From an optimization exercise on the open Yosys and OpenROAD flow, aimed at small area; shortcuts taken in it are not production practice.
The RTL was checked by simulation tests, not by an equivalence proof against the original design.
Power is estimated from default activity; no workload was simulated.

==> inputs of build 79 <==
Design decimal_rounding_unit_core, start of the top module:
module decimal_rounding_unit_core (
  input  logic        clk_i,
  input  logic        rst_ni,
  input  logic        start_i,
  output logic        busy_o,
  input  logic [50:0] in_i,
  output logic        done_o,
  output logic [48:0] result_o,
  input  logic        cfg_we_i,
  input  logic [2:0]  cfg_data_i
);
  assign busy_o = 1'b0;
  logic [6:1] ks, ks_d;
  always_comb begin
    ks_d = '0;
    case (cfg_data_i)
      3'd0: ks_d[6] = 1'b1;
      3'd1: ks_d[5] = 1'b1;
      3'd2: ks_d[4] = 1'b1;
      3'd3: ks_d[3] = 1'b1;
      3'd4: ks_d[2] = 1'b1;
      3'd5: ks_d[1] = 1'b1;
      default: ;
    endcase
  end
  always_ff @(posedge clk_i or negedge rst_ni) begin
    if (!rst_ni) ks <= 6'b001000;
    else if (cfg_we_i) ks <= ks_d;
  end
  wire kany = |ks;
  wire [47:0] u = in_i[50:3];
  wire [17:0] s1;
  wire s1_1, s1_2;
  dru_fa u_s1_1 (.a(~u[43]), .b(u[42]), .c(u[41]), .s(s1_1), .co(s1_2));
  wire s1_3, s1_4;
  dru_ha u_s1_3 (.a(1'b1), .b(~u[45]), .s(s1_3), .co(s1_4));
  ...
clock: 6.0 ns
lec_check: 0
cap_margin: 20
core_margin: 2
core_utilization: 40
gpl_timing_driven: 0
setup_slack_margin: 0.2
slew_margin: 20
synth_hierarchical: 1
standard.sh (not shown) runs the stock make flow with config.mk's settings and CLKGATE_MAP_FILE= SYNTH_SCRIPT=/design/flow/synth_recipe.tcl, a recipe that flattens the netlist after the stock synthesis.
==> flow/flow/run.sh <==
#!/bin/bash
# Standard ORFS layout (the standard.sh, unchanged synthesis), with the port buffers
# made of the smallest buffer cell, and a clock tree of clkbuf_8 cells with small sink clusters
# and no dummy clock loads. Tool output goes to standard_make.log and to ORFS's own logs.
set -euo pipefail
bash standard.sh "BUFFER_PORTS_ARGS=-buffer_cell sky130_fd_sc_hd__buf_1" \
  "CTS_ARGS=-sink_clustering_enable -repair_clock_nets -dont_use_dummy_load -buf_list sky130_fd_sc_hd__clkbuf_8 -sink_clustering_size 16 -sink_clustering_max_diameter 80" finish > standard_make.log 2>&1
==> trial 20 (differences from build 79) <==
SETUP_SLACK_MARGIN = 0.3   (was 0.2)
==> comparison table <==
	trial 20	build 79
Outcome	timing/DRC/antenna clean	timing/DRC/antenna clean
Slowest Stage Delay on Critical Path	0.54 ns	0.50 ns
Number of inserted filler cells in the final layout	4,174	4,189
Vias	15,000	14,800
Router iterations before antenna repair	6	5
Wire length on met3	5350 µm	4970 µm
Non-clock buffers	211	209
CP bufs+invs	2	5
Post-Route Hold Slack	0.302 ns	0.306 ns
Slew @ Worst Pin	0.914 ns	1.05 ns
Share of final layout cell area taken by non-clock buffers	0.0542	0.0516
Final wirelength	63,400 µm	63,100 µm
Endpoint arrival time on the critical path	6.03 ns	6.17 ns
Met2 wire len	28,200 µm	28,100 µm
Most common cell on crit path	sky130_fd_sc_hd__o21ai_0	sky130_fd_sc_hd__ha_1
Number of design-rule violations left by the first detailed-router iteration	1,439	1,293
Worst relative slew slack	0.388	0.296
Post-CTS Resized	101	85
Signed area change from the synthesized netlist to the final layout	12.6%	11.9%
Number of buffers inserted by post-CTS setup repair	2	0
Clock-net power	0.777 mW	0.780 mW
Slowest cell on crit path	sky130_fd_sc_hd__nor4_1	sky130_fd_sc_hd__nor4_2
Global Route met2 Usage	0.438	0.436
Register-to-register setup slack	0.39 ns	0.26 ns
Internal power	5.97 mW	5.95 mW

==> inputs of run a <==
decimal_rounding_unit_core, a different RTL version from the one above (not shown whole).
Settings: LEC_CHECK=0, CAP_MARGIN=20, CORE_MARGIN=2, CORE_UTILIZATION=40, SETUP_SLACK_MARGIN=0.1, SLEW_MARGIN=20, SYNTH_HIERARCHICAL=1; clock period 6.0 ns.
run.sh (not shown) runs the stock make flow with config.mk's settings and CLKGATE_MAP_FILE= SYNTH_SCRIPT=/design/flow/synth_recipe.tcl, a recipe that flattens the netlist after the stock synthesis.
Stock flow here: none of the scripts above is used.
==> run b (differences from run a) <==
Settings changed: CTS_BUF_LIST set to sky130_fd_sc_hd__clkbuf_4 sky130_fd_sc_hd__clkbuf_8, GPL_TIMING_DRIVEN set to 0.
==> results.py <==
metrics = {
    "sta": {
        "worstMarginPinSlew_ns": 1.13,
        "fin_crit_sh_pct": 97.3,
        "slew_headroom_pct": 24.4,
    },
    "routing": {
        "vias": 17700,
    },
    "place": {
        "gp_congestion": 0.999,
    },
    "finish": {
        "antenna_cells": 1,
        "multi_input_comb_cells": 1605,
        "final_area_mm2": 0.0244,
    },
    "critical_path": {
        "ff2ff_path_depth": 21,
    },
    "outcome": {
        "status": "complete, no violations",
    },
    "global_routing": {
        "grt_pass1_vias": 17900,
    },
    "clocking": {
        "h-tree-depth": 2,
    },
}
That was run b.
==> results.py <==
metrics = {
    "critical_path": {
        "ff2ff_path_depth": 19,
    },
    "routing": {
        "vias": 17600,
    },
    "global_routing": {
        "grt_pass1_vias": 18100,
    },
    "finish": {
        "multi_input_comb_cells": 1604,
        "final_area_mm2": 0.0249,
        "antenna_cells": 3,
    },
    "sta": {
        "fin_crit_sh_pct": 93.4,
    },
    "outcome": {
        "status": "complete, no violations",
    },
}
That was run a.

## what the ideal ports hide
No port has a modelled driver above. Below, the same layouts with a new extraction and two added sets of constraints.
Step 1 sets driving cells, clkbuf_16 on the clock port and buf_2 on the other inputs (assumed; they add their load-dependent delay and slew).
Step 2 moves the port delays by t, midway between the first and last clock arrival at a register: inputs arrive t later, outputs are due t later. That takes back most of the time a late clock gives input paths.
a / b / c = ideal / step 1 / step 2; a / b = the first two.
run	shift t [ns]	setup WS [ns]	clock arrival spread, ns	worst register clock-pin slew, ns	worst data-port slew with drivers (ns)
build 79	0.591	0.257 / 0.257 / -0.145	0.088 / 0.088	0.10 / 0.10	0.05
trial 20	0.587	0.392 / 0.392 / 0.007	0.090 / 0.090	0.10 / 0.10	0.05
run a	0.636	0.394 / 0.394 / -0.044	0.021 / 0.020	0.08 / 0.08	0.06
run b	0.643	0.163 / 0.163 / -0.380	0.034 / 0.033	0.07 / 0.07	0.05
Met with ideal ports but missed after step 2: setup timing in build 79, run a and run b. For run b, which loses most, drivers alone change the setup slack by 0.000 ns; drivers and shift together by -0.543 ns.
